This is an optimization exercise on Yosys and OpenROAD, whose aim is small area and a short achievable clock period, not a production implementation. At most, simulation tests tie the RTL to the original design; equivalence was not proved. Function not checked in runs 1 and 2: the RTL went through the layout flow alone. No activity file was given, so power comes from the tool's default toggle rates.

File: config.mk
export PLATFORM = sky130hd
export DESIGN_NAME = pe_with_buffers
export DESIGN_NICKNAME = pe_with_buffers
export VERILOG_FILES = /design/flow/design.v
export SDC_FILE = /design/flow/constraint.sdc
export NUM_CORES = 4
export LEC_CHECK = 0
export CAP_MARGIN = 20
export CORE_MARGIN = 2
export CORE_UTILIZATION = 40
export PLACE_DENSITY = 0.6
export SLEW_MARGIN = 20
File: constraint.sdc
create_clock -name core_clock -period 10.0 [get_ports {clk}]
set_input_delay 2.0000 -clock core_clock [delete_from_list [all_inputs] [get_ports {clk}]]
set_output_delay 2.0000 -clock core_clock [all_outputs]
set_load 0.01 [all_outputs]
File: design.v
module pe_with_buffers (
    input  logic        clk,
    input  logic        rst_n,
    input  logic        cyc,
    input  logic        stb,
    input  logic        we,
    input  logic [2:0]  adr,
    input  logic [31:0] dat_w,
    output logic [31:0] dat_r,
    output logic        ack,
    output logic        m_valid,
    output logic [24:0] m_beat,
    output logic        pe_ready,
    output logic        pe_idle
);
    localparam logic [3:0] S_RESET         = 4'd0;
    localparam logic [3:0] S_IDLE          = 4'd1;
    localparam logic [3:0] S_LOAD          = 4'd2;
    localparam logic [3:0] S_READY         = 4'd3;
    localparam logic [3:0] S_WAIT_MID      = 4'd4;
    localparam logic [3:0] S_WRITE_MID     = 4'd5;
    localparam logic [3:0] S_WAIT_LAST     = 4'd6;
    localparam logic [3:0] S_WRITE_LAST    = 4'd7;
    localparam logic [3:0] S_RST_CNT       = 4'd8;
    localparam logic [3:0] S_IDLE_LC       = 4'd9;
    localparam logic [3:0] S_READY_LC      = 4'd10;
    localparam logic [3:0] S_WAIT_MID_LC   = 4'd11;
    localparam logic [3:0] S_WRITE_MID_LC  = 4'd12;
    localparam logic [3:0] S_WAIT_LAST_LC  = 4'd13;
    localparam logic [3:0] S_WRITE_LAST_LC = 4'd14;
    localparam logic [3:0] S_RST_CNT_LC    = 4'd15;
    logic [3:0]  state, state_d;
    logic        first_chan, last_chan, ready_flag;
    logic [23:0] kernel;
    logic [23:0] bias;
    logic [23:0] kern_q;
    logic [1:0]  win_cnt;
    logic        out_valid;
    logic [4:0]  wr_addr;
    logic        row_done;
    logic pending, is_pixel, accept, wr_acc, is_cmd;
    logic load_kernel, mid_row, last_row, pixel_valid;
    logic row_active, in_row;
    assign in_row      = (state == S_WAIT_MID) || (state == S_WRITE_MID) ||
                         (state == S_WAIT_LAST) || (state == S_WRITE_LAST) ||
                         (state == S_WAIT_MID_LC) || (state == S_WRITE_MID_LC) ||
                         (state == S_WAIT_LAST_LC) || (state == S_WRITE_LAST_LC);
    assign row_active  = in_row && !row_done;
    assign pending     = cyc && stb && !ack;
    assign is_pixel    = we && (adr == 3'd4);
    assign accept      = pending && (!is_pixel || row_active);
    assign wr_acc      = accept && we;
    assign is_cmd      = wr_acc && (adr == 3'd3);
    assign load_kernel = is_cmd && dat_w[0];
    assign mid_row     = is_cmd && dat_w[1];
    assign last_row    = is_cmd && dat_w[2];
    assign pixel_valid = accept && is_pixel;
    logic first_chan_d;
    assign first_chan_d = !rst_n ? 1'b0 : (wr_acc && adr == 3'd2) ? dat_w[0] : first_chan;
    always_ff @(posedge clk) begin
        if (!rst_n) begin
            ack        <= 1'b0;
            first_chan <= 1'b0;
            last_chan  <= 1'b0;
            ready_flag <= 1'b0;
        end else begin
            ack <= accept;
            if (load_kernel) begin
                ready_flag <= 1'b0;
            end else if (pe_ready) begin
                ready_flag <= 1'b1;
            end
            first_chan <= first_chan_d;
            if (wr_acc && adr == 3'd2) begin
                last_chan  <= dat_w[1];
            end
        end
    end
    logic [23:0] wdat_q;
    logic        wr_kern_q, wr_bias_q;
    always_ff @(posedge clk) begin
        wdat_q    <= dat_w[23:0];
        wr_kern_q <= wr_acc && adr == 3'd0;
        wr_bias_q <= wr_acc && adr == 3'd1;
        if (wr_kern_q) kernel <= wdat_q;
        if (wr_bias_q) bias   <= wdat_q;
    end
    logic [23:0] rd_lo;
    logic        rd_hi;
    always_comb begin
        rd_lo = '0;
        rd_hi = 1'b0;
        case (adr)
            3'd0: rd_lo = kernel;
            3'd1: begin
                rd_lo = bias;
                rd_hi = bias[23];
            end
            3'd2: rd_lo[1:0] = {last_chan, first_chan};
            3'd5: rd_lo[1:0] = {pe_idle, ready_flag};
            default: ;
        endcase
    end
    logic [23:0] dat_r_lo;
    logic        dat_r_hi;
    always_ff @(posedge clk) begin
        dat_r_lo <= rd_lo;
        dat_r_hi <= rd_hi;
    end
    assign dat_r = {{8{dat_r_hi}}, dat_r_lo};
    always_comb begin
        state_d = state;
        case (state)
            S_RESET: state_d = S_IDLE;
            S_IDLE: begin
                if (load_kernel)    state_d = S_LOAD;
                else if (mid_row)   state_d = S_WAIT_MID;
                else if (last_row)  state_d = S_WAIT_LAST;
                else if (last_chan) state_d = S_IDLE_LC;
            end
            S_LOAD:       state_d = last_chan ? S_READY_LC : S_READY;
            S_READY:      state_d = S_IDLE;
            S_WAIT_MID:   state_d = S_WRITE_MID;
            S_WRITE_MID:  state_d = row_done ? S_IDLE : S_WRITE_MID;
            S_WAIT_LAST:  state_d = S_WRITE_LAST;
            S_WRITE_LAST: state_d = row_done ? S_RST_CNT : S_WRITE_LAST;
            S_RST_CNT:    state_d = S_IDLE;
            S_IDLE_LC: begin
                if (load_kernel)     state_d = S_LOAD;
                else if (mid_row)    state_d = S_WAIT_MID_LC;
                else if (last_row)   state_d = S_WAIT_LAST_LC;
                else if (!last_chan) state_d = S_IDLE;
            end
            S_READY_LC:      state_d = S_IDLE_LC;
            S_WAIT_MID_LC:   state_d = S_WRITE_MID_LC;
            S_WRITE_MID_LC:  state_d = row_done ? S_IDLE_LC : S_WRITE_MID_LC;
            S_WAIT_LAST_LC:  state_d = S_WRITE_LAST_LC;
            S_WRITE_LAST_LC: state_d = row_done ? S_RST_CNT_LC : S_WRITE_LAST_LC;
            S_RST_CNT_LC:    state_d = S_IDLE_LC;
            default:         state_d = S_IDLE;
        endcase
    end
    always_ff @(posedge clk) begin
        if (!rst_n) begin
            state    <= S_RESET;
            pe_idle  <= 1'b0;
            pe_ready <= 1'b0;
        end else begin
            state    <= state_d;
            pe_idle  <= (state_d == S_IDLE) || (state_d == S_IDLE_LC);
            pe_ready <= (state_d == S_READY) || (state_d == S_READY_LC);
        end
    end
    logic row_start, wr_kernel, cnt_rst, in_lc_write;
    assign row_start   = (state == S_WAIT_MID) || (state == S_WAIT_LAST) ||
                         (state == S_WAIT_MID_LC) || (state == S_WAIT_LAST_LC);
    assign wr_kernel   = (state == S_LOAD);
    assign cnt_rst     = (state == S_RESET) || (state == S_RST_CNT) || (state == S_RST_CNT_LC);
    assign in_lc_write = (state == S_WRITE_MID_LC) || (state == S_WRITE_LAST_LC);
    localparam logic [23:0] PROD_OFS = 24'd43520;
    localparam logic [17:0] M0_OFS   = 18'd130560;    
    function automatic logic [11:0] booth_enc(input logic [7:0] x);
        logic [8:0] xe;
        xe = {x, 1'b0};
        for (int i = 0; i < 4; i++) begin
            booth_enc[3*i]   = xe[2*i+1] ^ xe[2*i];
            booth_enc[3*i+1] = (xe[2*i+2] & ~xe[2*i+1] & ~xe[2*i]) |
                               (~xe[2*i+2] & xe[2*i+1] & xe[2*i]);
            booth_enc[3*i+2] = xe[2*i+2] & ~(xe[2*i+1] & xe[2*i]);
        end
    endfunction
    function automatic logic [9:0] booth_pp(input logic [2:0] d,
                                            input logic [9:0] wp,
                                            input logic [9:0] wn);
        logic [9:0] pp;
        pp = d[0] ? (d[2] ? wn : wp) :
             d[1] ? (d[2] ? {wn[8:0], 1'b0} : {wp[8:0], 1'b0}) : 10'd0;
        booth_pp = {~pp[9], pp[8:0]};
    endfunction
    function automatic logic [33:0] booth_rows(input logic [11:0] d,
                                               input logic [9:0] wp,
                                               input logic [9:0] wn);
        logic [16:0] r0, r1, r2, r3;
        logic [16:0] s1, c1, s2, c2;
        r0 = {7'd0, booth_pp(d[2:0],  wp, wn)};
        r1 = {5'd0, booth_pp(d[5:3],  wp, wn), 2'd0};
        r2 = {3'd0, booth_pp(d[8:6],  wp, wn), 4'd0};
        r3 = {1'd0, booth_pp(d[11:9], wp, wn), 6'd0};
        s1 = r0 ^ r1 ^ r2;
        c1 = ((r0 & r1) | (r0 & r2) | (r1 & r2)) << 1;
        s2 = s1 ^ c1 ^ r3;
        c2 = ((s1 & c1) | (s1 & r3) | (c1 & r3)) << 1;
        booth_rows = {c2, s2};
    endfunction
    logic        win_full;
    logic [11:0] dig_in;      
    logic [11:0] sdig_q;      
    logic        pv_q;        
    logic        pv_q2;       
    logic [16:0] ps_q, pc_q;  
    logic [16:0] m1_q;        
    logic [17:0] m0_q;        
    logic [16:0] n0_q;        
    logic [23:0] sum_q;       
    assign win_full = (win_cnt == 2'd2);
    logic [26:0] kneg_q;
    always_ff @(posedge clk) begin
        if (wr_kernel) begin
            kern_q <= kernel;
            kneg_q <= {9'd0 - {kernel[23], kernel[23:16]},
                       9'd0 - {kernel[15], kernel[15:8]},
                       9'd0 - {kernel[7], kernel[7:0]}};
        end
    end
    always_ff @(posedge clk) begin
        if (!rst_n) begin
            win_cnt   <= '0;
            out_valid <= 1'b0;
        end else begin
            out_valid <= pixel_valid && win_full;
            if (row_start) begin
                win_cnt <= '0;
            end else if (pixel_valid && !win_full) begin
                win_cnt <= win_cnt + 1'b1;
            end
        end
    end
    logic [9:0] w0p, w1p, w2p, w0n, w1n, w2n;
    assign w0p = {{2{kern_q[7]}},  kern_q[7:0]};
    assign w1p = {{2{kern_q[15]}}, kern_q[15:8]};
    assign w2p = {{2{kern_q[23]}}, kern_q[23:16]};
    assign w0n = {kneg_q[8],  kneg_q[8:0]};
    assign w1n = {kneg_q[17], kneg_q[17:9]};
    assign w2n = {kneg_q[26], kneg_q[26:18]};
    logic [33:0] rows_in;
    assign dig_in  = booth_enc(dat_w[7:0]);
    assign rows_in = booth_rows(dig_in, w2p, w2n);
    logic [33:0] rows_sh;
    logic [16:0] prod_sh;
    logic [9:0]  wp_sh, wn_sh;
    assign rows_sh = booth_rows(sdig_q, wp_sh, wn_sh);
    assign prod_sh = rows_sh[16:0] + rows_sh[33:17];
    always_ff @(posedge clk) begin
        ps_q  <= rows_in[16:0];
        pc_q  <= rows_in[33:17];
        pv_q  <= pixel_valid;
        pv_q2 <= pv_q;
        if (pixel_valid) begin
            sdig_q <= dig_in;
        end
        wp_sh <= pixel_valid ? w1p : w0p;
        wn_sh <= pixel_valid ? w1n : w0n;
        if (pv_q) begin
            m1_q <= prod_sh;
            m0_q <= {1'b0, n0_q} - M0_OFS;
        end
        if (pv_q2) begin
            n0_q <= prod_sh;
        end
    end
    logic [23:0] ring [4][8];
    logic [2:0]  rot  [4];
    logic [23:0] base;
    logic [23:0] wr_data;
    logic [4:0]  wr_addr_d;
    logic [2:0]  rot_d [4];
    logic [3:0]  wr_row, shift_row, mis_d;
    logic [4:0]  bsel_q;      
    always_comb begin
        if (!rst_n || cnt_rst) begin
            wr_addr_d = '0;
        end else if (out_valid) begin
            wr_addr_d = wr_addr + 1'b1;
        end else begin
            wr_addr_d = wr_addr;
        end
    end
    for (genvar r = 0; r < 4; r++) begin : g_rot
        assign wr_row[r]    = out_valid && (wr_addr[4:3] == r);
        assign shift_row[r] = wr_row[r] ||
                              (rot[r] != ((wr_addr[4:3] == r) ? wr_addr[2:0] : 3'd0));
        assign rot_d[r]     = rot[r] + {2'd0, shift_row[r]};
        assign mis_d[r]     = rot_d[r] != ((wr_addr_d[4:3] == r) ? wr_addr_d[2:0] : 3'd0);
    end
    always_ff @(posedge clk) begin
        if (mis_d[0])          bsel_q <= 5'b00001;
        else if (mis_d[1])     bsel_q <= 5'b00010;
        else if (mis_d[2])     bsel_q <= 5'b00100;
        else if (mis_d[3])     bsel_q <= 5'b01000;
        else if (first_chan_d) bsel_q <= 5'b10000;
        else                   bsel_q <= {1'b0, 4'b0001 << wr_addr_d[4:3]};
    end
    assign base = ({24{bsel_q[0]}} & ring[0][0]) | ({24{bsel_q[1]}} & ring[1][0]) |
                  ({24{bsel_q[2]}} & ring[2][0]) | ({24{bsel_q[3]}} & ring[3][0]) |
                  ({24{bsel_q[4]}} & bias);
    logic [23:0] sc, sd, m0x;
    assign m0x = {{6{m0_q[17]}}, m0_q};
    always_comb begin
        sc = base ^ {7'd0, m1_q} ^ m0x;
        sd = ((base & {7'd0, m1_q}) | (base & m0x) | ({7'd0, m1_q} & m0x)) << 1;
    end
    always_ff @(posedge clk) begin
        sum_q <= sc + sd;
    end
    logic [23:0] oa, ob;
    always_comb begin
        oa = sum_q ^ {7'd0, ps_q} ^ {7'd0, pc_q};
        ob = ((sum_q & {7'd0, ps_q}) | (sum_q & {7'd0, pc_q}) | ({7'd0, ps_q} & {7'd0, pc_q})) << 1;
    end
    assign wr_data = oa + ob;
    logic [23:0] ring_in;
    assign ring_in = out_valid ? wr_data : base;
    for (genvar r = 0; r < 4; r++) begin : g_row
        always_ff @(posedge clk) begin
            if (shift_row[r]) begin
                for (int s = 0; s < 7; s++) ring[r][s] <= ring[r][s+1];
                ring[r][7] <= ring_in;
            end
            rot[r] <= rot_d[r];
        end
    end
    always_ff @(posedge clk) begin
        if (!rst_n) begin
            wr_addr  <= '0;
            row_done <= 1'b0;
            m_valid  <= 1'b0;
        end else begin
            m_valid <= out_valid && in_lc_write;
            wr_addr <= wr_addr_d;
            if (row_start) begin
                row_done <= 1'b0;
            end else if (out_valid && wr_addr[2:0] == 3'd7) begin
                row_done <= 1'b1;
            end
        end
    end
    always_ff @(posedge clk) begin
        m_beat[24:1] <= wr_data;
        m_beat[0]    <= out_valid && (state == S_WRITE_LAST_LC) && (wr_addr[2:0] == 3'd7);
    end
endmodule
File: flow/run.sh
#!/bin/bash
# The standard layout (standard.sh, unchanged synthesis), with timing repair
# aimed below the clock period and plain buffers on the ports.
set -euo pipefail
cd "$(dirname "${BASH_SOURCE[0]}")/.."
bash standard.sh SETUP_SLACK_MARGIN=6.7 TNS_END_PERCENT=100 \
    "BUFFER_PORTS_ARGS=-buffer_cell sky130_fd_sc_hd__buf_2" finish > flow_make.log 2>&1
File: standard.sh
#!/bin/bash
# synth_recipe.tcl (not shown) runs the flow's synth.tcl, then flattens the netlist and writes it again
# the make line also repeats each setting of config.mk as NAME=value (left out here)
make -C /OpenROAD-flow-scripts/flow DESIGN_CONFIG=/design/flow/config.mk WORK_HOME=/design/flow/orfs CLKGATE_MAP_FILE= SYNTH_SCRIPT=/design/flow/synth_recipe.tcl "${@:-finish}"
==> results of run 1 <==
-- cells in the mapped netlist (5+ instances only) --
| cell type | number |
|---|---|
| a31o_2 | 5 |
| or3_1 | 15 |
| and3_1 | 22 |
| a31oi_1 | 11 |
| inv_1 | 118 |
| nand2_1 | 172 |
| nor2b_1 | 21 |
| a21oi_1 | 79 |
| o32ai_1 | 9 |
| o21a_1 | 10 |
| a22oi_1 | 21 |
| and2_1 | 12 |
| nand2b_1 | 12 |
| and4_1 | 9 |
| mux2i_1 | 39 |
| nand3_1 | 17 |
| buf_2 | 5 |
| xnor2_1 | 65 |
| buf_1 | 5 |
| a211oi_1 | 7 |
| nand4_1 | 13 |
| nor2_1 | 102 |
| nor3_1 | 25 |
| fa_1 | 57 |
| a21o_1 | 16 |
| o211ai_1 | 5 |
| mux2_2 | 37 |
| xor2_1 | 31 |
| a222oi_1 | 23 |
| dfxtp_1 | 182 |
| a22o_1 | 32 |
| buf_4 | 8 |
| nand3b_1 | 7 |
| o21ai_0 | 56 |
| edfxtp_1 | 928 |
| clkbuf_1 | 45 |
| ha_1 | 94 |
| o22ai_1 | 9 |
-- cell type report --
cell class	instances	area (um^2)
multi-input cells	1101	9810
clock buffers	134	2940
inverters	122	465
fillers	8417	51500
repair buffers	215	1710
diodes	2	5.00
flip-flops and latches	1110	31600
clock inverters	73	782
well taps	1357	1700
-- through the flow --
step                      area (um^2)  cells  hold slack, ns  util, %  setup slack, ns
after floorplan                 40900   2391           0.400        -             4.33
after CTS                       48100   4077           0.368     47.9             6.08
after global placement          42900   3795           0.400     42.7             5.15
after detailed placement        42900   3795           0.405     42.7             5.21
after global routing            48900   4112           0.373     48.7             5.86
final                           48900   4114           0.367     48.7             5.96
-- state kept, by name (all words and copies together) (netlist names), 16 cells and up --
register  cells
ring        768
kneg_q       27
m_beat       25
bias         24
dat_r_lo     24
kernel       24
sum_q        24
wdat_q       24
kern_q       21
m0_q         18
m1_q         17
n0_q         17
ps_q         16
-- layer usage --
layer  up-vias  track usage (%)  part of all wire, %
li1       9513                -                    -
met1     10500             23.2                   44
met2       503             26.8                   46
met3       162             3.59                  5.6
met4         0             7.89                  4.0
met5         -                0                    0
-- cells by family (layout without fill, tap and decap cells) --
| kind of cell | Yosys count | after routing | synth area share [%] |
|---|---|---|---|
| buf+inv | 186 | 544 | 1.83 |
| mux | 77 | 77 | 2.04 |
| other cells | 0 | 2 | 0 |
| fa+ha+maj | 151 | 151 | 5.70 |
| xor+xnor | 97 | 97 | 2.11 |
| flops | 1110 | 1110 | 77.5 |
| simple gates | 446 | 452 | 5.20 |
| compound gates | 324 | 324 | 5.60 |
-- what timing repair did --
item                       in CTS  in global routing
gates resized for setup       189                111
setup endpoints to repair     377                176
cloned                          8                  0
pin swaps                      68                 68
setup buffers                  67                 35
-- worst reg2reg max path: stages, from the launching register on --
cell and delay, ns:
edfxtp_1 0.42, buf_6 0.16, buf_6 0.12, mux2_4 0.30
nand2_2 0.07, o21ai_2 0.06, fa_1 0.46, ha_1 0.30
ha_2 0.19, fa_2 0.35, a21o_1 0.20, a21oi_2 0.15
o21bai_1 0.10, a21oi_2 0.16, o21a_1 0.20, nor3_4 0.07
a211oi_2 0.25, nor3_2 0.06, buf_4 0.16
-- path summary, 6_finish.rpt --
path | start | endpoint | slack [ns] | cells after the start
min | ring[13][7] | ring[12][7] | 0.37 | 0
max | sdig_q[5] | m1_q[16] | 5.96 | 18
max reg2reg | sdig_q[5] | m1_q[16] | 5.96 | 18
min reg2reg | ring[13][7] | ring[12][7] | 0.37 | 0
-- power by group through the flow --
stage / sequential, W / combinational, W / clock (W)
4_1_cts: 0.00509 / 0.000848 / 0.00424
3_5_place_dp: 0.00519 / 0.000736 / 0
3_3_place_gp: 0.00519 / 0.000738 / 0
2_1_floorplan: 0.00519 / 0.000407 / 0
6_report: 0.00509 / 0.000879 / 0.00414
5_1_grt: 0.00510 / 0.000953 / 0.00443
==> results.txt, run 1 <==
Outcome
* timing/DRC/antenna clean — result of the run

Pwr
* 0.00777 W — internal power component
* 50.4% — sequential cell fraction of total power
* 40.9% — clock network fraction of design power
* 0.0101 W — Tot Pwr
* 8.7% — combinational power share
* 0.00233 W — Net Switching
* 23.1% — net switching share of the total power
* 206 mW/mm^2 — power density over the cells
* 17.2 nW — Leakage Power
* 135 uV — worst vdd ir

CTS
* 0.07 ns — clock input transition at the sequential cells of the worst setup and hold paths
* 3 — CTS Buffer Depth
* yes — CTS tree
* 0.73 ns — worst skew pair latency
* clkbuf_16 — clock root buffer
* 1,110 — number of sinks on the clock net
* 110 — total CTS buffers
* 3 — number of levels in the clock H-tree
* 0 — number of buffers inserted for hold repair after clock tree synthesis

Timing
* 4.04 ns — Final Critical Period
* 0.0760 ns — Clock Skews
* 24.8% — Max-slew headroom
* 0 — final count of negative-setup-slack endpoints
* 0 ns — Setup TNS Final
* 0 — Hold Violations, Final
* 40.4% — part of the cycle the worst path needs
* 0 — Slew Limit Fails
* true — unrepaired setup endpoints after global routing
* 1.13 ns — worst slew pin tran
* 248 MHz — highest achievable clock rate

Route
* 21.8 um — routed length per placed instance
* 89.5 mm — wire length reported by the detailed router
* 5.02 — average via count per standard cell
* 1,728 — initial DRC count
* 5 — Pre-antenna DRT Iters
* 20,700 — Vias
* 0 — post-route ant nets
* 0 — DRC violations left

Synthesis
* 2,582 — Mapped Nets
* 2,391 — Syn Inst Count
* 77.5% — sequential-to-total area share from yosys stat
* 68.6% — top cell type's share of synthesized area
* 76 — unique cell type count in the Yosys netlist
* 0.0406 mm^2 — cell area after synthesis
* 0% — fraction of synthesis flops using an asynchronous set or reset pin
* edfxtp_1 — Most used DFF post-synth
* 928 — number of flops mapped to enable cells by yosys
* edfxtp_1 — cell accounting for the most synthesized area
* 1,110 — Yosys reg bits
* edfxtp_1 (69%), dfxtp_1 (9.0%), ha_1 (2.9%) — cell types with the largest area share after synthesis
* 4 — total of warnings raised by yosys
* 17.0 um^2 — average size of a mapped cell

Worst setup path
* fa_1 — highest-delay cell along the critical path
* flip-flop — type of origin of the critical path
* 3 — Critical path buffers and inverters
* 0.46 ns — delay of the slowest critical-path stage
* buf_6 -> buf_6 -> mux2_4 -> nand2_2 -> o21ai_2 -> fa_1 -> ha_1 -> ha_2 -> fa_2 -> a21o_1 -> a21oi_2 -> o21bai_1 -> a21oi_2 -> o21a_1 -> nor3_4 -> a211oi_2 -> nor3_2 -> buf_4 — Critical Path, Cell by Cell
* adder cells — dominant delay contributor by cell family on the critical path
* 4 — highest net fanout along the worst path
* 4.51 ns — arrival time of data at the critical path endpoint
* 10.47 ns — critical path data required time
* flip-flop — critical path capture point type
* flip-flop to flip-flop — category of the most critical setup path

Die
* 323 um — DIE WIDTH
* 40.5% — initial core utilization
* 323 um — overall die height
* 101 — ports placed on the boundary
* 0.104 mm^2 — area of the die
* 116 — Rows
* 0.100 mm^2 — core footprint

Finish
* edfxtp_1 (928), dfxtp_1 (166), nand2_1 (165) — most frequent cells in the layout
* 20.4% — synth-to-layout area growth
* edfxtp_1 — most common cell after layout, fill and taps aside
* 2,851 — total number of nets in the final design
* 23.8% — share of final-layout standard cells stronger than drive strength 1

Global routing
* 17.2% — Tot GR Track Use
* 2 — initial antenna violation count
* 21,100 — vias in the first global route
* 0 — GRT Residual Overflow
* 132 mm — first-pass GRT wire length
* 141 — pin count of the biggest net entering global routing

Place
* 0.855 — RD Place Congestion
* 54.6 mm — half-perimeter wire length after detailed placement
* 92 — buffers added on ports

Job
* 0 — max-capacitance violation count

Min path
* flip-flop to flip-flop — Min-Delay Path Class

==> run 2, diff against run 1 <==
--- a/config.mk
+++ b/config.mk
@@ -7,6 +7,6 @@
 export LEC_CHECK = 0
 export CAP_MARGIN = 20
 export CORE_MARGIN = 2
-export CORE_UTILIZATION = 40
-export PLACE_DENSITY = 0.6
+export CORE_UTILIZATION = 60
+export PLACE_DENSITY = 0.72
 export SLEW_MARGIN = 20
==> results.txt, run 2 <==
Outcome
* timing/DRC/antenna clean — result of the run

Timing
* 0.0488 ns — Clock Skews, -0.0272 ns
* 0 — final count of negative-setup-slack endpoints, unchanged
* 247 MHz — highest achievable clock rate, -0.13%
* 40.4% — part of the cycle the worst path needs, +0.051 points
* 1.05 ns — worst slew pin tran, -0.0829 ns
* 0 ns — Setup TNS Final, unchanged
* 0 — Slew Limit Fails, unchanged
* 5.96 ns — setup slack of the critical path after layout, -0.00508 ns
* 0.383 ns — worst hold slack, +0.0166 ns
* 30.3% — Max-slew headroom, +5.5 points
* true — unrepaired setup endpoints after global routing
* 4.04 ns — Final Critical Period, +0.00508 ns
* 0 — Hold Violations, Final, unchanged

Worst setup path
* adder cells — dominant delay contributor by cell family on the critical path
* 6 — highest net fanout along the worst path, +2
* 2 — Critical path buffers and inverters, -1
* flip-flop — critical path capture point type
* 0.58 ns — delay of the slowest critical-path stage, +0.12 ns
* buf_6 -> mux2_4 -> nand2_2 -> o21ai_2 -> fa_1 -> ha_4 -> ha_4 -> fa_2 -> a21o_1 -> a21oi_2 -> o21bai_1 -> a21oi_2 -> o21a_1 -> nor3_4 -> a211oi_2 -> nor3_2 -> buf_4 — Critical Path, Cell by Cell
* 5.96 ns — reg-to-reg slack, setup, about the same
* 10.43 ns — critical path data required time, -0.04 ns
* flip-flop — type of origin of the critical path
* flip-flop to flip-flop — category of the most critical setup path
* fa_1 — highest-delay cell along the critical path
* 4.48 ns — arrival time of data at the critical path endpoint, -0.03 ns

Finish
* edfxtp_1 — most common cell after layout, fill and taps aside
* 18.1% — synth-to-layout area growth
* 768 — flip-flop count of the largest register after layout, unchanged
* 3,620 — Final Non-Filler Cells, -12%
* ring — register ranked first by flip-flop count
* ring: 768 flops, kneg_q: 27 flops, m_beat: 25 flops — registers with the most flip-flops
* 2,844 — total number of nets in the final design, -0.25%
* edfxtp_1 (928), dfxtp_1 (169), nand2_1 (164) — most frequent cells in the layout
* 4,035 — fillers, -52%
* 0.0480 mm^2 — design area, -2.0%
* 23.1% — share of final-layout standard cells stronger than drive strength 1, -0.69 points
* 0.00972 mm^2 — area used by multi-input combinational logic, -0.88%
* 0.0315 mm^2 — area of all sequential standard cells, about the same

Die
* 95 — Rows, -18%
* 264 um — DIE WIDTH, -18%
* 0.0698 mm^2 — area of the die, -33%
* 101 — ports placed on the boundary, unchanged
* 60.5% — initial core utilization, +20 points
* 264 um — overall die height, -18%
* 0.0672 mm^2 — core footprint, -33%

Route
* 0 — DRC violations left, unchanged
* 7 — Pre-antenna DRT Iters, +2
* 2,019 — initial DRC count, +17%
* 86.7 mm — wire length reported by the detailed router, -3.1%
* 0 — post-route ant nets, unchanged
* 5.74 — average via count per standard cell, +14%
* 20,800 — Vias, +0.69%
* 24.0 um — routed length per placed instance, +10%

Synthesis
* 0% — fraction of synthesis flops using an asynchronous set or reset pin, unchanged
* edfxtp_1 — Most used DFF post-synth
* 4 — total of warnings raised by yosys, unchanged
* 928 — number of flops mapped to enable cells by yosys, unchanged
* 2,582 — Mapped Nets, unchanged
* edfxtp_1 (928), dfxtp_1 (182), nand2_1 (172) — top post-synthesis cells by count
* 17.0 um^2 — average size of a mapped cell, unchanged
* edfxtp_1 — cell accounting for the most synthesized area
* 68.6% — top cell type's share of synthesized area, unchanged
* edfxtp_1 (69%), dfxtp_1 (9.0%), ha_1 (2.9%) — cell types with the largest area share after synthesis
* 77.5% — sequential-to-total area share from yosys stat, unchanged
* edfxtp_1 — count leader, synth
* 1,110 — Yosys reg bits, unchanged
* 2,391 — Syn Inst Count, unchanged
* 76 — unique cell type count in the Yosys netlist, unchanged
* 0.0406 mm^2 — cell area after synthesis, unchanged

CTS
* 3 — CTS Buffer Depth, unchanged
* 1,110 — number of sinks on the clock net, unchanged
* 0.69 ns — worst skew pair latency, -0.04 ns
* 105 — total CTS buffers, -4.5%
* 3 — number of levels in the clock H-tree, unchanged
* 0.06 ns — clock input transition at the sequential cells of the worst setup and hold paths, about the same
* yes — CTS tree
* clkbuf_16 — clock root buffer
* 0 — number of buffers inserted for hold repair after clock tree synthesis, unchanged

Global routing
* 79 — pin count of the biggest net entering global routing, -44%
* 21,000 — vias in the first global route, -0.53%
* 127 mm — first-pass GRT wire length, -3.4%
* met2 — most congested layer reported by global routing
* 33.5% — met1 Usage GRT, +10 points
* 3 — initial antenna violation count, +1
* 4.16% — global routing usage on met3, +0.57 points
* 0 — GRT Residual Overflow, unchanged
* 41.0% — global routing met2 resource utilization, +14 points
* 24.7% — Tot GR Track Use, +7.5 points

Min path
* flip-flop to flip-flop — Min-Delay Path Class

Pwr
* 205 mW/mm^2 — power density over the cells, -0.58%
* 17.1 nW — Leakage Power, -0.54%
* 267 uV — worst vdd ir, +98%

Place
* 5.22 ns — Setup Slack @ Placement, +0.0150 ns
* 50.8 mm — half-perimeter wire length after detailed placement, -7.0%
* 3,312 — Cells after DPL, -13%
* 92 — buffers added on ports, unchanged
* 0.0423 mm^2 — total cell area at the placement stage, -1.4%
* 0.873 — RD Place Congestion, +2.0%

Job
* 0 — max-capacitance violation count, unchanged

[run 2: cell count changes in the layout (fill, tap and decap cells not counted), moves of 5 or more]
| cell | delta |
|---|---|
| clkbuf_1 | +7 |
| clkbuf_16 | -6 |
| clkbuf_8 | +5 |
| clkinv_1 | -5 |
| clkinv_2 | +7 |
| clkinvlp_4 | -5 |
[run 2: cell type report]
class / count / share of cell area [%]
clock buffer: 139 / 5.97
tap: 873 / 2.28
antenna: 1 / 0.00521
multi-input combinational: 1103 / 20.3
clock inverter: 61 / 1.28
inverter: 122 / 0.960
sequential: 1110 / 65.7
timing repair buffer: 211 / 3.51
[run 2: report_power, final]
| part | internal (W) | switching, W | total [W] |
|---|---|---|---|
| Sequential | 0.00504 | 0.0000477 | 0.00509 |
| Clock | 0.00222 | 0.00170 | 0.00392 |
| Combinational | 0.000330 | 0.000507 | 0.000836 |
| Total | 0.00759 | 0.00226 | 0.00985 |
[run 2: cells by family (layout without fill, tap and decap cells)]
kind of cell	Yosys count	in the layout	synth area share, %
AO/OA/AOI/OAI	324	324	5.60
XOR/XNOR	97	97	2.11
adder cells (fa/ha/maj)	151	151	5.70
buffers and inverters	186	533	1.83
flip-flops	1110	1110	77.5
multiplexers	77	77	2.04
other	0	1	0
AND/OR/NAND/NOR	446	454	5.20
[run 2: per-layer routing]
| metal | routed length, um | vias up |
|---|---|---|
| met3 | 4970 | 163 |
| li1 | - | 9495 |
| met4 | 3120 | 2 |
| met2 | 42200 | 624 |
| met5 | 13 | - |
| met1 | 36400 | 10500 |
[run 2: stage by stage]
stage	util, %	total power (W)
finish	71.5	0.00985
global route	71.4	0.0102
CTS	70.4	0.00988
detailed placement	63.0	0.00589
global placement	63.0	0.00588
floorplan	-	0.00560
[run 2: path summary, 6_finish.rpt]
kind                                    from      endpoint  cells after the start
worst min register to register  ring[26][12]  ring[25][12]                      0
worst max register to register     sdig_q[5]      m1_q[16]                     17
worst max-delay path               sdig_q[5]      m1_q[16]                     17
worst min-delay path            ring[26][12]  ring[25][12]                      0
[run 2: repair_timing]
item / 4_1_cts / 5_1_grt
setup endpoints to repair: 412 / 253
pin swaps: 75 / 67
gates resized for setup: 188 / 92
buffers inserted: 65 / 31
cloned: 10 / 1
endpoints found under the hold margin: 0 / 0
[run 2: worst reg2reg max path: stages (launching register included)]
cell and delay, ns:
edfxtp_1 0.52, buf_6 0.19, mux2_4 0.30, nand2_2 0.08
o21ai_2 0.06, fa_1 0.58, ha_4 0.22, ha_4 0.16
fa_2 0.34, a21o_1 0.19, a21oi_2 0.15, o21bai_1 0.09
a21oi_2 0.17, o21a_1 0.18, nor3_4 0.07, a211oi_2 0.28
nor3_2 0.08, buf_4 0.17
==> run 3, diff against run 2 <==
--- a/design.v
+++ b/design.v
@@ -203,14 +203,8 @@
     logic [16:0] n0_q;        
     logic [23:0] sum_q;       
     assign win_full = (win_cnt == 2'd2);
-    logic [26:0] kneg_q;
     always_ff @(posedge clk) begin
-        if (wr_kernel) begin
-            kern_q <= kernel;
-            kneg_q <= {9'd0 - {kernel[23], kernel[23:16]},
-                       9'd0 - {kernel[15], kernel[15:8]},
-                       9'd0 - {kernel[7], kernel[7:0]}};
-        end
+        if (wr_kernel) kern_q <= kernel;
     end
     always_ff @(posedge clk) begin
         if (!rst_n) begin
@@ -229,9 +223,9 @@
     assign w0p = {{2{kern_q[7]}},  kern_q[7:0]};
     assign w1p = {{2{kern_q[15]}}, kern_q[15:8]};
     assign w2p = {{2{kern_q[23]}}, kern_q[23:16]};
-    assign w0n = {kneg_q[8],  kneg_q[8:0]};
-    assign w1n = {kneg_q[17], kneg_q[17:9]};
-    assign w2n = {kneg_q[26], kneg_q[26:18]};
+    assign w0n = 10'd0 - w0p;
+    assign w1n = 10'd0 - w1p;
+    assign w2n = 10'd0 - w2p;
     logic [33:0] rows_in;
     assign dig_in  = booth_enc(dat_w[7:0]);
     assign rows_in = booth_rows(dig_in, w2p, w2n);
==> results.txt, run 3 <==
Finish
* edfxtp_1 — most common cell after layout, fill and taps aside
* 0.0482 mm^2 — design area, +0.54%
* ring — register ranked first by flip-flop count
* 2,854 — total number of nets in the final design, +0.35%
* edfxtp_1 (904), dfxtp_1 (168), inv_1 (111) — most frequent cells in the layout
* 26.1% — share of final-layout standard cells stronger than drive strength 1, +3.0 points
* 768 — flip-flop count of the largest register after layout, unchanged
* ring: 768 flops, m_beat: 25 flops — registers with the most flip-flops
* 20.2% — synth-to-layout area growth

Worst setup path
* 4.52 ns — arrival time of data at the critical path endpoint, +0.04 ns
* 5.91 ns — reg-to-reg slack, setup, -0.04 ns
* flip-flop — critical path capture point type
* 6 — highest net fanout along the worst path, unchanged
* m1_q[15] — crit path to
* buf_4 -> mux2_2 -> o21ai_2 -> fa_1 -> fa_1 -> ha_2 -> nor2_1 -> inv_1 -> o311a_1 -> o21a_1 -> o21a_1 -> o41a_1 -> xnor2_2 -> buf_6 — Critical Path, Cell by Cell
* 10.44 ns — critical path data required time, about the same
* sdig_q[2] — startpoint of the most critical register-to-register path
* 14 — path depth of the worst reg2reg path, -3
* flip-flop — type of origin of the critical path
* sdig_q[2] — launch point of the worst path
* fa_1 — highest-delay cell along the critical path
* flip-flop to flip-flop — category of the most critical setup path
* m1_q[15] — capture point of the worst reg-to-reg path
* 0.58 ns — delay of the slowest critical-path stage, about the same

Timing
* 0 ns — Setup TNS Final, unchanged
* 4.09 ns — Final Critical Period, +0.0423 ns
* 40.9% — part of the cycle the worst path needs, +0.42 points
* 0 — final count of negative-setup-slack endpoints, unchanged
* 0.0490 ns — Clock Skews, +0.000162 ns
* 0.920 ns — worst slew pin tran, -0.126 ns
* 5.91 ns — setup slack of the critical path after layout, -0.0423 ns
* 245 MHz — highest achievable clock rate, -1.0%
* 38.6% — Max-slew headroom, +8.3 points
* 0.407 ns — worst hold slack, +0.0243 ns
* true — unrepaired setup endpoints after global routing
* 0 — Hold Violations, Final, unchanged
* 0 — Slew Limit Fails, unchanged

Pwr
* 41.4% — clock network fraction of design power, +1.6 points
* 207 mW/mm^2 — power density over the cells, +0.65%
* 49.9% — sequential cell fraction of total power, -1.8 points
* 17.2 nW — Leakage Power, +0.84%
* 8.7% — combinational power share, +0.2 points
* 185 uV — worst vdd ir, -31%
* 22.8% — net switching share of the total power, -0.11 points
* 0.00769 W — internal power component, +1.3%
* 0.00227 W — Net Switching, +0.70%

Route
* 2,016 — initial DRC count, -0.15%
* 21,000 — Vias, +0.78%
* 88.8 mm — wire length reported by the detailed router, +2.4%
* 6 — Pre-antenna DRT Iters, -1
* 0 — DRC violations left, unchanged
* 24.5 um — routed length per placed instance, +2.5%
* 0 — post-route ant nets, unchanged
* 5.80 — average via count per standard cell, +0.90%

CTS
* 103 — total CTS buffers, -1.9%
* 3 — number of levels in the clock H-tree, unchanged
* yes — CTS tree
* clkbuf_16 — clock root buffer
* 1,086 — number of sinks on the clock net, -2.2%
* 0.06 ns — clock input transition at the sequential cells of the worst setup and hold paths, about the same
* 3 — CTS Buffer Depth, unchanged
* 0.69 ns — worst skew pair latency, about the same
* 0 — number of buffers inserted for hold repair after clock tree synthesis, unchanged

Synthesis
* 76.7% — sequential-to-total area share from yosys stat, -0.79 points
* edfxtp_1 — cell accounting for the most synthesized area
* edfxtp_1 — count leader, synth
* 2,394 — Syn Inst Count, +0.13%
* 2,584 — Mapped Nets, +0.077%
* 67.7% — top cell type's share of synthesized area, -0.90 points
* 904 — number of flops mapped to enable cells by yosys, -2.6%
* 0.0401 mm^2 — cell area after synthesis, -1.3%
* edfxtp_1 (68%), dfxtp_1 (9.1%), ha_1 (2.9%) — cell types with the largest area share after synthesis
* edfxtp_1 — Most used DFF post-synth
* 1,086 — Yosys reg bits, -2.2%
* 91 — unique cell type count in the Yosys netlist, +20%
* 4 — total of warnings raised by yosys, unchanged
* edfxtp_1 (904), dfxtp_1 (182), inv_1 (129) — top post-synthesis cells by count
* 16.8 um^2 — average size of a mapped cell, -1.4%
* 0% — fraction of synthesis flops using an asynchronous set or reset pin, unchanged

Global routing
* 0 — GRT Residual Overflow, unchanged
* 80 — pin count of the biggest net entering global routing, +1.3%
* 25.4% — Tot GR Track Use, +0.64 points
* 129 mm — first-pass GRT wire length, +1.6%
* 2 — initial antenna violation count, -1
* 20,800 — vias in the first global route, -0.84%

Place
* 51.5 mm — half-perimeter wire length after detailed placement, +1.5%
* 5.31 ns — Setup Slack @ Placement, +0.0862 ns
* 0.868 — RD Place Congestion, -0.48%
* 0.0420 mm^2 — total cell area at the placement stage, -0.71%
* 92 — buffers added on ports, unchanged

Die
* 0.0660 mm^2 — core footprint, -1.8%
* 263 um — DIE WIDTH, -0.63%
* 263 um — overall die height, -0.63%
* 60.8% — initial core utilization, +0.29 points
* 0.0690 mm^2 — area of the die, -1.3%
* 94 — Rows, -1.1%
* 101 — ports placed on the boundary, unchanged

Outcome
* timing/DRC/antenna clean — result of the run

Job
* 0 — max-capacitance violation count, unchanged

Min path
* flip-flop to flip-flop — Min-Delay Path Class

==> run 3: power by group through the flow <==
stage	Combinational, W	Clock, W	Sequential, W
final	0.000862	0.00413	0.00498
after global routing	0.000926	0.00437	0.00498
after CTS	0.000813	0.00418	0.00498
after detailed placement	0.000747	0	0.00507
after global placement	0.000740	0	0.00507
after floorplan	0.000443	0	0.00508
==> run 3: kinds of logic after synthesis <==
group                    share of synthesized area [%]
flip-flops                                        76.7
XOR/XNOR                                          2.28
AND/OR/NAND/NOR                                   5.31
adder cells (fa/ha/maj)                           5.74
multiplexers                                      1.75
AO/OA/AOI/OAI                                     6.06
buffers and inverters                             2.13
==> run 3: worst min-delay path by stage <==
stage / from / end / depth (start not counted)
finish: ring[26][1] / ring[25][1] / 0
global route: ring[1][8] / ring[0][8] / 0
CTS: ring[7][4] / ring[6][4] / 0
detailed placement: ring[1][10] / ring[0][10] / 0
global placement: ring[11][18] / ring[10][18] / 0
floorplan: n0_q[0] / m0_q[0] / 0
==> run 3: cell type report <==
class | instances | area [um^2]
Clock buffer | 137 | 2860
Fill cell | 3913 | 17700
Inverter | 133 | 536
Sequential cell | 1086 | 30800
Antenna cell | 2 | 5.00
Tap cell | 864 | 1080
Timing Repair Buffer | 231 | 1860
Clock inverter | 54 | 808
Multi-Input combinational cell | 1109 | 10300
==> run 3: worst max-delay path: cells and delay by family, from the launching register on <==
kind	cells	cell delay [ns]
flip-flops	1	0.52
buffers and inverters	3	0.43
AND/OR/NAND/NOR	1	0.13
adder cells (fa/ha/maj)	3	1.25
multiplexers	1	0.22
XOR/XNOR	1	0.15
AO/OA/AOI/OAI	5	1.15
==> run 3: timing repair <==
item | CTS | global route
gates resized for setup | 192 | 154
setup buffers | 83 | 34
pin swaps | 69 | 102
setup endpoints to repair | 412 | 179
gates cloned | 7 | 2
==> run 3: per-layer routing <==
layer  routed length (um)  vias to the layer above  global-route usage, %
li1                     -                     9538                      -
met1                37800                    10600                   35.6
met2                42300                      652                   40.3
met3                 5010                      170                   4.22
met4                 3670                        2                   9.91
met5                   11                        -                      0
==> run 3: stage by stage <==
stage | std cells | util, % | power [W]
2_1_floorplan | 2394 | - | 0.00552
3_3_place_gp | 3297 | 63.7 | 0.00581
3_5_place_dp | 3297 | 63.7 | 0.00582
4_1_cts | 3578 | 71.6 | 0.00997
5_1_grt | 3614 | 73.1 | 0.0103
6_report | 3616 | 73.1 | 0.00996
==> run 4, diff against run 3 <==
--- a/design.v
+++ b/design.v
@@ -257,8 +257,7 @@
     logic [23:0] base;
     logic [23:0] wr_data;
     logic [4:0]  wr_addr_d;
-    logic [2:0]  rot_d [4];
-    logic [3:0]  wr_row, shift_row, mis_d;
+    logic [3:0]  wr_row, mis, shift_row;
     logic [4:0]  bsel_q;      
     always_comb begin
         if (!rst_n || cnt_rst) begin
@@ -271,18 +270,12 @@
     end
     for (genvar r = 0; r < 4; r++) begin : g_rot
         assign wr_row[r]    = out_valid && (wr_addr[4:3] == r);
-        assign shift_row[r] = wr_row[r] ||
-                              (rot[r] != ((wr_addr[4:3] == r) ? wr_addr[2:0] : 3'd0));
-        assign rot_d[r]     = rot[r] + {2'd0, shift_row[r]};
-        assign mis_d[r]     = rot_d[r] != ((wr_addr_d[4:3] == r) ? wr_addr_d[2:0] : 3'd0);
+        assign mis[r]       = rot[r] != ((wr_addr[4:3] == r) ? wr_addr[2:0] : 3'd0);
+        assign shift_row[r] = wr_row[r] || mis[r];
     end
     always_ff @(posedge clk) begin
-        if (mis_d[0])          bsel_q <= 5'b00001;
-        else if (mis_d[1])     bsel_q <= 5'b00010;
-        else if (mis_d[2])     bsel_q <= 5'b00100;
-        else if (mis_d[3])     bsel_q <= 5'b01000;
-        else if (first_chan_d) bsel_q <= 5'b10000;
-        else                   bsel_q <= {1'b0, 4'b0001 << wr_addr_d[4:3]};
+        if (first_chan_d) bsel_q <= 5'b10000;
+        else              bsel_q <= {1'b0, 4'b0001 << wr_addr_d[4:3]};
     end
     assign base = ({24{bsel_q[0]}} & ring[0][0]) | ({24{bsel_q[1]}} & ring[1][0]) |
                   ({24{bsel_q[2]}} & ring[2][0]) | ({24{bsel_q[3]}} & ring[3][0]) |
@@ -302,15 +295,17 @@
         ob = ((sum_q & {7'd0, ps_q}) | (sum_q & {7'd0, pc_q}) | ({7'd0, ps_q} & {7'd0, pc_q})) << 1;
     end
     assign wr_data = oa + ob;
-    logic [23:0] ring_in;
-    assign ring_in = out_valid ? wr_data : base;
+    logic [23:0] ring_in, recirc;
+    assign recirc  = ({24{mis[0]}} & ring[0][0]) | ({24{mis[1]}} & ring[1][0]) |
+                     ({24{mis[2]}} & ring[2][0]) | ({24{mis[3]}} & ring[3][0]);
+    assign ring_in = out_valid ? wr_data : recirc;
     for (genvar r = 0; r < 4; r++) begin : g_row
         always_ff @(posedge clk) begin
             if (shift_row[r]) begin
                 for (int s = 0; s < 7; s++) ring[r][s] <= ring[r][s+1];
                 ring[r][7] <= ring_in;
             end
-            rot[r] <= rot_d[r];
+            rot[r] <= rot[r] + {2'd0, shift_row[r]};
         end
     end
     always_ff @(posedge clk) begin
==> results.txt, run 4 <==
Outcome
* timing/DRC/antenna clean — result of the run

Global routing
* 128 mm — first-pass GRT wire length, -0.93%
* 0 — GRT Residual Overflow, unchanged
* 1 — initial antenna violation count, -1
* 25.2% — Tot GR Track Use, -0.21 points
* 21,000 — vias in the first global route, +0.91%
* 171 — pin count of the biggest net entering global routing, +110%

Finish
* 2,797 — total number of nets in the final design, -2.0%
* 768 — flip-flop count of the largest register after layout, unchanged
* 0 — # diodes, -2
* ring — register ranked first by flip-flop count
* ring: 768 flops, m_beat: 25 flops — registers with the most flip-flops
* edfxtp_1 (904), dfxtp_1 (177), inv_1 (120) — most frequent cells in the layout
* 23.9% — share of final-layout standard cells stronger than drive strength 1, -2.2 points
* edfxtp_1 — most common cell after layout, fill and taps aside
* 18.7% — synth-to-layout area growth

Pwr
* 174 uV — worst vdd ir, -6.2%
* 16.9 nW — Leakage Power, -2.0%
* 0.00971 W — Tot Pwr, -2.5%
* 205 mW/mm^2 — power density over the cells, -0.89%

Synthesis
* edfxtp_1 — count leader, synth
* 2,564 — Mapped Nets, -0.77%
* 0.0400 mm^2 — cell area after synthesis, -0.36%
* 77.0% — sequential-to-total area share from yosys stat, +0.27 points
* edfxtp_1 (904), dfxtp_1 (182), inv_1 (139) — top post-synthesis cells by count
* 0% — fraction of synthesis flops using an asynchronous set or reset pin, unchanged
* 2,374 — Syn Inst Count, -0.84%
* edfxtp_1 (68%), dfxtp_1 (9.1%), ha_1 (2.9%) — cell types with the largest area share after synthesis
* edfxtp_1 — cell accounting for the most synthesized area
* edfxtp_1 — Most used DFF post-synth
* 904 — number of flops mapped to enable cells by yosys, unchanged
* 1,086 — Yosys reg bits, unchanged
* 67.9% — top cell type's share of synthesized area, +0.24 points
* 3 — total of warnings raised by yosys, -1
* 16.8 um^2 — average size of a mapped cell, +0.48%
* 67 — unique cell type count in the Yosys netlist, -26%

Timing
* 0 — Hold Violations, Final, unchanged
* 39.1% — part of the cycle the worst path needs, -1.8 points
* 0 — Slew Limit Fails, unchanged
* 24.3% — Max-slew headroom, -14 points
* true — unrepaired setup endpoints after global routing
* 0 — final count of negative-setup-slack endpoints, unchanged
* 3.91 ns — Final Critical Period, -0.178 ns
* 1.14 ns — worst slew pin tran, +0.215 ns
* 0 ns — Setup TNS Final, unchanged
* 0.0488 ns — Clock Skews, -0.000126 ns
* 256 MHz — highest achievable clock rate, +4.6%

Worst setup path
* flip-flop — type of origin of the critical path
* flip-flop to flip-flop — category of the most critical setup path
* buf_6 -> mux2_4 -> a22oi_2 -> fa_1 -> fa_1 -> inv_2 -> ha_4 -> a21o_1 -> a21oi_2 -> o21bai_1 -> a21oi_2 -> o21a_1 -> nor3_2 -> a211oi_2 -> nor3_2 — Critical Path, Cell by Cell
* 3 — highest net fanout along the worst path, -3
* 4.34 ns — arrival time of data at the critical path endpoint, -0.18 ns
* flip-flop — critical path capture point type
* adder cells — dominant delay contributor by cell family on the critical path
* 2 — Critical path buffers and inverters, -1
* fa_1 — highest-delay cell along the critical path
* 10.43 ns — critical path data required time, about the same
* 0.52 ns — delay of the slowest critical-path stage, -0.06 ns

Die
* 101 — ports placed on the boundary, unchanged
* 60.7% — initial core utilization, -0.11 points
* 262 um — DIE WIDTH, -0.18%
* 0.0659 mm^2 — core footprint, -0.18%
* 0.0687 mm^2 — area of the die, -0.35%
* 94 — Rows, unchanged
* 262 um — overall die height, -0.18%

Min path
* flip-flop to flip-flop — Min-Delay Path Class

Route
* 86.1 mm — wire length reported by the detailed router, -3.0%
* 6 — Pre-antenna DRT Iters, unchanged
* 24.2 um — routed length per placed instance, -1.5%
* 0 — DRC violations left, unchanged
* 0 — post-route ant nets, unchanged
* 2,043 — initial DRC count, +1.3%
* 20,800 — Vias, -0.89%
* 5.84 — average via count per standard cell, +0.67%

Job
* 0 — max-capacitance violation count, unchanged

CTS
* 3 — number of levels in the clock H-tree, unchanged
* 102 — total CTS buffers, -0.97%
* 1,086 — number of sinks on the clock net, unchanged
* 3 — CTS Buffer Depth, unchanged
* 0.06 ns — clock input transition at the sequential cells of the worst setup and hold paths, about the same
* 0.66 ns — worst skew pair latency, -0.03 ns
* 0 — number of buffers inserted for hold repair after clock tree synthesis, unchanged
* clkbuf_16 — clock root buffer
* yes — CTS tree

Place
* 92 — buffers added on ports, unchanged
* 51.7 mm — half-perimeter wire length after detailed placement, +0.33%
* 0.894 — RD Place Congestion, +2.9%

[run 4: changes by cell type in the layout (fill, tap and decap cells not counted), sizes merged, moves of 10 or more]
cell    previous run  this run
a22oi             13        64
nand2            134        95
buf              229       209
nor2             126       106
a221oi             3        18
and3              28        15
clkbuf           138       126
inv              132       144
a31oi             12        22
clkinv            35        45
nor4              14         4
[run 4: routing by layer]
metal / track usage [%] / share of wire (%)
met2: 39.0 / 47
met3: 3.40 / 6.0
met1: 36.8 / 44
met4: 9.64 / 3.6
met5: 0 / 0
[run 4: report_power, final]
group	leakage, nW	internal, W	switching (W)
Sequential	9.53	0.00493	0.0000607
Clock	1.64	0.00218	0.00166
Combinational	5.72	0.000336	0.000546
Total	16.9	0.00744	0.00227
[run 4: timing repair]
| action | in CTS | in global routing |
|---|---|---|
| buffers inserted | 76 | 21 |
| cloned | 3 | 1 |
| pin swaps | 124 | 64 |
| endpoints found under the setup margin | 125 | 281 |
| gates resized for setup | 246 | 112 |
[run 4: final cells by class]
type | count | area (um^2)
Clock inverter | 68 | 668
Fill cell | 3994 | 18400
Inverter | 140 | 544
Sequential cell | 1086 | 30800
Timing Repair Buffer | 210 | 1690
Multi-Input combinational cell | 1067 | 9920
Tap cell | 864 | 1080
Clock buffer | 125 | 2740
[run 4: cells by family (layout without fill, tap and decap cells)]
kind of cell,count (synthesis),count (layout),synth area share (%)
AND/OR/NAND/NOR,356,356,4.23
flip-flops,1086,1086,77.0
XOR/XNOR,95,95,2.08
AO/OA/AOI/OAI,404,404,7.08
adder cells (fa/ha/maj),150,150,5.76
multiplexers,62,62,1.66
buffers and inverters,221,543,2.17
[run 4: worst register-to-register path, delay by kind of cell (launching register included)]
family                   cells  cell delay (ns)
adder cells (fa/ha/maj)      3             1.29
flip-flops                   1             0.49
AND/OR/NAND/NOR              2             0.45
multiplexers                 1             0.30
AO/OA/AOI/OAI                7             0.96
buffers and inverters        2             0.22
[run 4: metrics by stage]
stage | worst slack [ns] | hold WS, ns | util (%) | instance area [um^2] | cells
2_1_floorplan | -1.23 | 0.400 | - | 40000 | 2374
3_3_place_gp | 5.13 | 0.400 | 62.9 | 41400 | 3266
3_5_place_dp | 5.10 | 0.405 | 62.9 | 41400 | 3266
4_1_cts | 6.17 | 0.395 | 70.9 | 46700 | 3538
5_1_grt | 6.02 | 0.399 | 72.0 | 47400 | 3560
6_report | 6.09 | 0.397 | 72.0 | 47400 | 3560
[run 4: final timing paths]
check                                 start          end  slack (ns)  cells past startpoint
worst max-delay path              sdig_q[5]     n0_q[16]        6.09                     15
worst min-delay path            ring[6][13]  ring[5][13]        0.40                      0
worst max register to register    sdig_q[5]     n0_q[16]        6.09                     15
worst min register to register  ring[6][13]  ring[5][13]        0.40                      0
==> run 5, diff against run 4 <==
--- a/design.v
+++ b/design.v
@@ -76,14 +76,9 @@
             end
         end
     end
-    logic [23:0] wdat_q;
-    logic        wr_kern_q, wr_bias_q;
     always_ff @(posedge clk) begin
-        wdat_q    <= dat_w[23:0];
-        wr_kern_q <= wr_acc && adr == 3'd0;
-        wr_bias_q <= wr_acc && adr == 3'd1;
-        if (wr_kern_q) kernel <= wdat_q;
-        if (wr_bias_q) bias   <= wdat_q;
+        if (wr_acc && adr == 3'd0) kernel <= dat_w[23:0];
+        if (wr_acc && adr == 3'd1) bias   <= dat_w[23:0];
     end
     logic [23:0] rd_lo;
     logic        rd_hi;
--- a/config.mk
+++ b/config.mk
@@ -5,8 +5,11 @@
 export SDC_FILE = /design/flow/constraint.sdc
 export NUM_CORES = 4
 export LEC_CHECK = 0
+export ABC_AREA = 1
 export CAP_MARGIN = 20
 export CORE_MARGIN = 2
-export CORE_UTILIZATION = 60
-export PLACE_DENSITY = 0.72
+export CORE_UTILIZATION = 50
+export CTS_CLUSTER_DIAMETER = 60
+export CTS_CLUSTER_SIZE = 25
+export PLACE_DENSITY = 0.65
 export SLEW_MARGIN = 20
==> results.txt, run 5 <==
Outcome
* timing/DRC/antenna clean — result of the run

CTS
* 1,060 — number of sinks on the clock net, -2.4%
* yes — CTS tree
* clkbuf_16 — clock root buffer
* 0.09 ns — clock input transition at the sequential cells of the worst setup and hold paths, +0.03 ns
* 3 — CTS Buffer Depth, unchanged
* 71 — total CTS buffers, -30%
* 3 — number of levels in the clock H-tree, unchanged
* 0.63 ns — worst skew pair latency, -0.03 ns

Synthesis
* 15.1 um^2 — average size of a mapped cell, -10%
* 55 — unique cell type count in the Yosys netlist, -18%
* 0.0394 mm^2 — cell area after synthesis, -1.5%
* 1,060 — Yosys reg bits, -2.4%
* edfxtp_1 (904), nand2_1 (370), inv_1 (223) — top post-synthesis cells by count
* 2,600 — Syn Inst Count, +9.5%
* 904 — number of flops mapped to enable cells by yosys, unchanged
* 68.9% — top cell type's share of synthesized area, +1.0 points
* 2,790 — Mapped Nets, +8.8%
* edfxtp_1 (69%), dfxtp_1 (7.9%), nand2_1 (3.5%) — cell types with the largest area share after synthesis
* edfxtp_1 — cell accounting for the most synthesized area
* 0% — fraction of synthesis flops using an asynchronous set or reset pin, unchanged
* edfxtp_1 — count leader, synth
* 3 — total of warnings raised by yosys, unchanged
* 76.9% — sequential-to-total area share from yosys stat, -0.15 points
* edfxtp_1 — Most used DFF post-synth

Pwr
* 16.7 nW — Leakage Power, -1.2%
* 0.00419 W — Net Switching, +84%
* 28.6% — combinational power share, +20 points
* 273 mW/mm^2 — power density over the cells, +34%
* 24.2% — clock network fraction of design power, -15 points
* 238 uV — worst vdd ir, +37%
* 33.5% — net switching share of the total power, +10 points
* 0.0125 W — Tot Pwr, +28%
* 47.2% — sequential cell fraction of total power, -4.2 points
* 0.00829 W — internal power component, +11%

Min path
* ring[18][20] — Hold Path Origin
* flip-flop to flip-flop — Min-Delay Path Class

Worst setup path
* inv_1 — cell occurring most often along the worst timing path
* flip-flop to flip-flop — category of the most critical setup path
* 17 — path depth of the worst reg2reg path, +2
* n0_q[16] — crit path to
* 3.93 ns — arrival time of data at the critical path endpoint, -0.41 ns
* n0_q[16] — capture point of the worst reg-to-reg path
* 6.52 ns — reg-to-reg slack, setup, +0.43 ns
* sdig_q[8] — launch point of the worst path
* fa_1 — highest-delay cell along the critical path
* buf_6 -> nand2_1 -> o21ai_2 -> o22ai_1 -> inv_1 -> fa_1 -> inv_1 -> fa_1 -> ha_4 -> inv_1 -> nor3_2 -> nand2_1 -> o211ai_1 -> nand3_1 -> nand2_2 -> a21oi_1 -> nor2_2 — Critical Path, Cell by Cell
* 12 — highest net fanout along the worst path, +9
* flip-flop — critical path capture point type
* 10.45 ns — critical path data required time, +0.02 ns
* 0.53 ns — delay of the slowest critical-path stage, about the same
* sdig_q[8] — startpoint of the most critical register-to-register path
* flip-flop — type of origin of the critical path

Finish
* 3,008 — total number of nets in the final design, +7.5%
* 0.0457 mm^2 — design area, -3.8%
* edfxtp_1 — most common cell after layout, fill and taps aside
* 768 — flip-flop count of the largest register after layout, unchanged
* ring — register ranked first by flip-flop count
* ring: 768 flops, m_beat: 25 flops — registers with the most flip-flops
* 19.2% — share of final-layout standard cells stronger than drive strength 1, -4.7 points
* 15.9% — synth-to-layout area growth
* 5,876 — fillers, +47%
* edfxtp_1 (904), nand2_1 (344), inv_1 (196) — most frequent cells in the layout

Route
* 84.7 mm — wire length reported by the detailed router, -1.6%
* 0 — post-route ant nets, unchanged
* 21.6 um — routed length per placed instance, -11%
* 0 — DRC violations left, unchanged
* 21,200 — Vias, +2.1%
* 6 — Pre-antenna DRT Iters, unchanged
* 5.42 — average via count per standard cell, -7.1%
* 1,799 — initial DRC count, -12%

Timing
* 0 — final count of negative-setup-slack endpoints, unchanged
* 287 MHz — highest achievable clock rate, +12%
* 0 — Slew Limit Fails, unchanged
* 1.05 ns — worst slew pin tran, -0.0890 ns
* 0 ns — Setup TNS Final, unchanged
* 0.0419 ns — Clock Skews, -0.00697 ns
* true — unrepaired setup endpoints after global routing
* 6.52 ns — setup slack of the critical path after layout, +0.427 ns
* 3.48 ns — Final Critical Period, -0.427 ns
* 30.3% — Max-slew headroom, +5.9 points
* 0 — Hold Violations, Final, unchanged
* 34.8% — part of the cycle the worst path needs, -4.3 points

Place
* 5.45 ns — Setup Slack @ Placement, +0.351 ns
* 0.907 — RD Place Congestion, +1.5%
* 55.8 mm — half-perimeter wire length after detailed placement, +7.9%
* 92 — buffers added on ports, unchanged
* 0.0414 mm^2 — total cell area at the placement stage, about the same

Global routing
* 20.7% — Tot GR Track Use, -4.5 points
* 0 — initial antenna violation count, -1
* 21,000 — vias in the first global route, -0.019%
* 126 mm — first-pass GRT wire length, -1.4%
* 0 — GRT Residual Overflow, unchanged
* 146 — pin count of the biggest net entering global routing, -15%

Die
* 285 um — DIE WIDTH, +8.6%
* 101 — ports placed on the boundary, unchanged
* 102 — Rows, +8.5%
* 50.7% — initial core utilization, -10 points
* 0.0777 mm^2 — core footprint, +18%
* 0.0810 mm^2 — area of the die, +18%
* 285 um — overall die height, +8.6%

Job
* 0 — max-capacitance violation count, unchanged

-- run 5: cells by family after synthesis --
group	after synthesis	synth area share [%]
adder cells (fa/ha/maj)	150	5.85
flip-flops	1060	76.9
buffers and inverters	284	2.85
AO/OA/AOI/OAI	387	5.88
AND/OR/NAND/NOR	635	6.69
XOR/XNOR	81	1.80
multiplexers	3	0.0762
-- run 5: power groups by stage --
| stage | clock network, W | logic [W] | registers (W) |
|---|---|---|---|
| after floorplan | 0 | 0.00177 | 0.00592 |
| after global placement | 0 | 0.00306 | 0.00594 |
| after detailed placement | 0 | 0.00308 | 0.00598 |
| after CTS | 0.00311 | 0.00327 | 0.00589 |
| after global routing | 0.00326 | 0.00386 | 0.00595 |
| final | 0.00302 | 0.00357 | 0.00589 |
-- run 5: final cells by class --
cell class | instances | area (um^2) | share of cell area [%]
clock buffers | 80 | 1900 | 4.15
multi-input cells | 1260 | 9210 | 20.2
clock inverters | 47 | 514 | 1.13
flip-flops and latches | 1060 | 30300 | 66.3
well taps | 1040 | 1300 | 2.85
inverters | 229 | 900 | 1.97
diodes | 1 | 2.50 | 0.00548
repair buffers | 196 | 1560 | 3.41
-- run 5: per-stage QoR --
stage | hold slack, ns | instances | util [%]
after CTS | 0.405 | 3865 | 57.5
after detailed placement | 0.405 | 3702 | 53.3
after floorplan | 0.400 | 2600 | -
final | 0.401 | 3913 | 58.7
after global placement | 0.400 | 3702 | 53.3
after global routing | 0.398 | 3912 | 58.7
-- run 5: worst min path at each step --
| stage | endpoint | slack (ns) | cells after the start |
|---|---|---|---|
| 5_1_grt | ring[17][20] | 0.40 | 0 |
| 4_1_cts | ring[17][20] | 0.40 | 0 |
| 6_report | ring[17][20] | 0.40 | 0 |
| 3_3_place_gp | ring[21][17] | 0.40 | 0 |
| 2_1_floorplan | m0_q[0] | 0.40 | 0 |
| 3_5_place_dp | ring[0][16] | 0.40 | 0 |
-- run 5: what timing repair did --
| action | in CTS | in global routing |
|---|---|---|
| pin swaps | 34 | 54 |
| gates cloned | 3 | 3 |
| hold buffers | 0 | 0 |
| buffers inserted | 33 | 43 |
| resized for setup | 146 | 130 |
| endpoints found under the setup margin | 419 | 350 |
-- run 5: metal layers --
| layer | vias to the layer above | share of wire, % | GRT usage, % |
|---|---|---|---|
| met3 | 179 | 5.7 | 2.58 |
| met1 | 10600 | 44 | 29.8 |
| met5 | - | 0 | 0 |
| li1 | 9806 | - | - |
| met2 | 626 | 46 | 32.6 |
| met4 | 0 | 3.8 | 7.37 |
-- run 5: worst max-delay path: cells and delay by family, from the launching register on --
kind | cells | cell delay (ns)
buf+inv | 4 | 0.36
flops | 1 | 0.38
simple gates | 6 | 0.74
fa+ha+maj | 3 | 1.33
compound gates | 4 | 0.46

what the ideal ports hide:
The flow's constraints put no driver on any port. The routed layouts listed below were extracted and timed again, unchanged, in two steps. Step 1: set_driving_cell puts a clkbuf_16 on clk and a buf_2 on each other input, an assumption about the parent block. Step 2 times the ports against the registers' clock, not the clock port: input delays grow and output delays shrink by t, the midpoint of the rising clock arrivals with the driver on. a / b / c = ideal ports / drivers / drivers and shift; a / b = the first two.
run | t (ns) | setup slack, ns | worst slew at a driven data input, ns
run 1 | 0.758 | 5.961 / 5.961 / 5.666 | 0.19
run 2 | 0.728 | 5.956 / 5.956 / 5.655 | 0.17
run 3 | 0.726 | 5.914 / 5.914 / 5.788 | 0.09
run 4 | 0.695 | 6.092 / 6.092 / 5.704 | 0.10
run 5 | 0.668 | 6.518 / 6.518 / 5.863 | 0.08
After both steps every run listed still meets setup and hold. For run 5, which loses most, drivers alone change the setup slack by 0.000 ns; drivers and shift together by -0.655 ns.
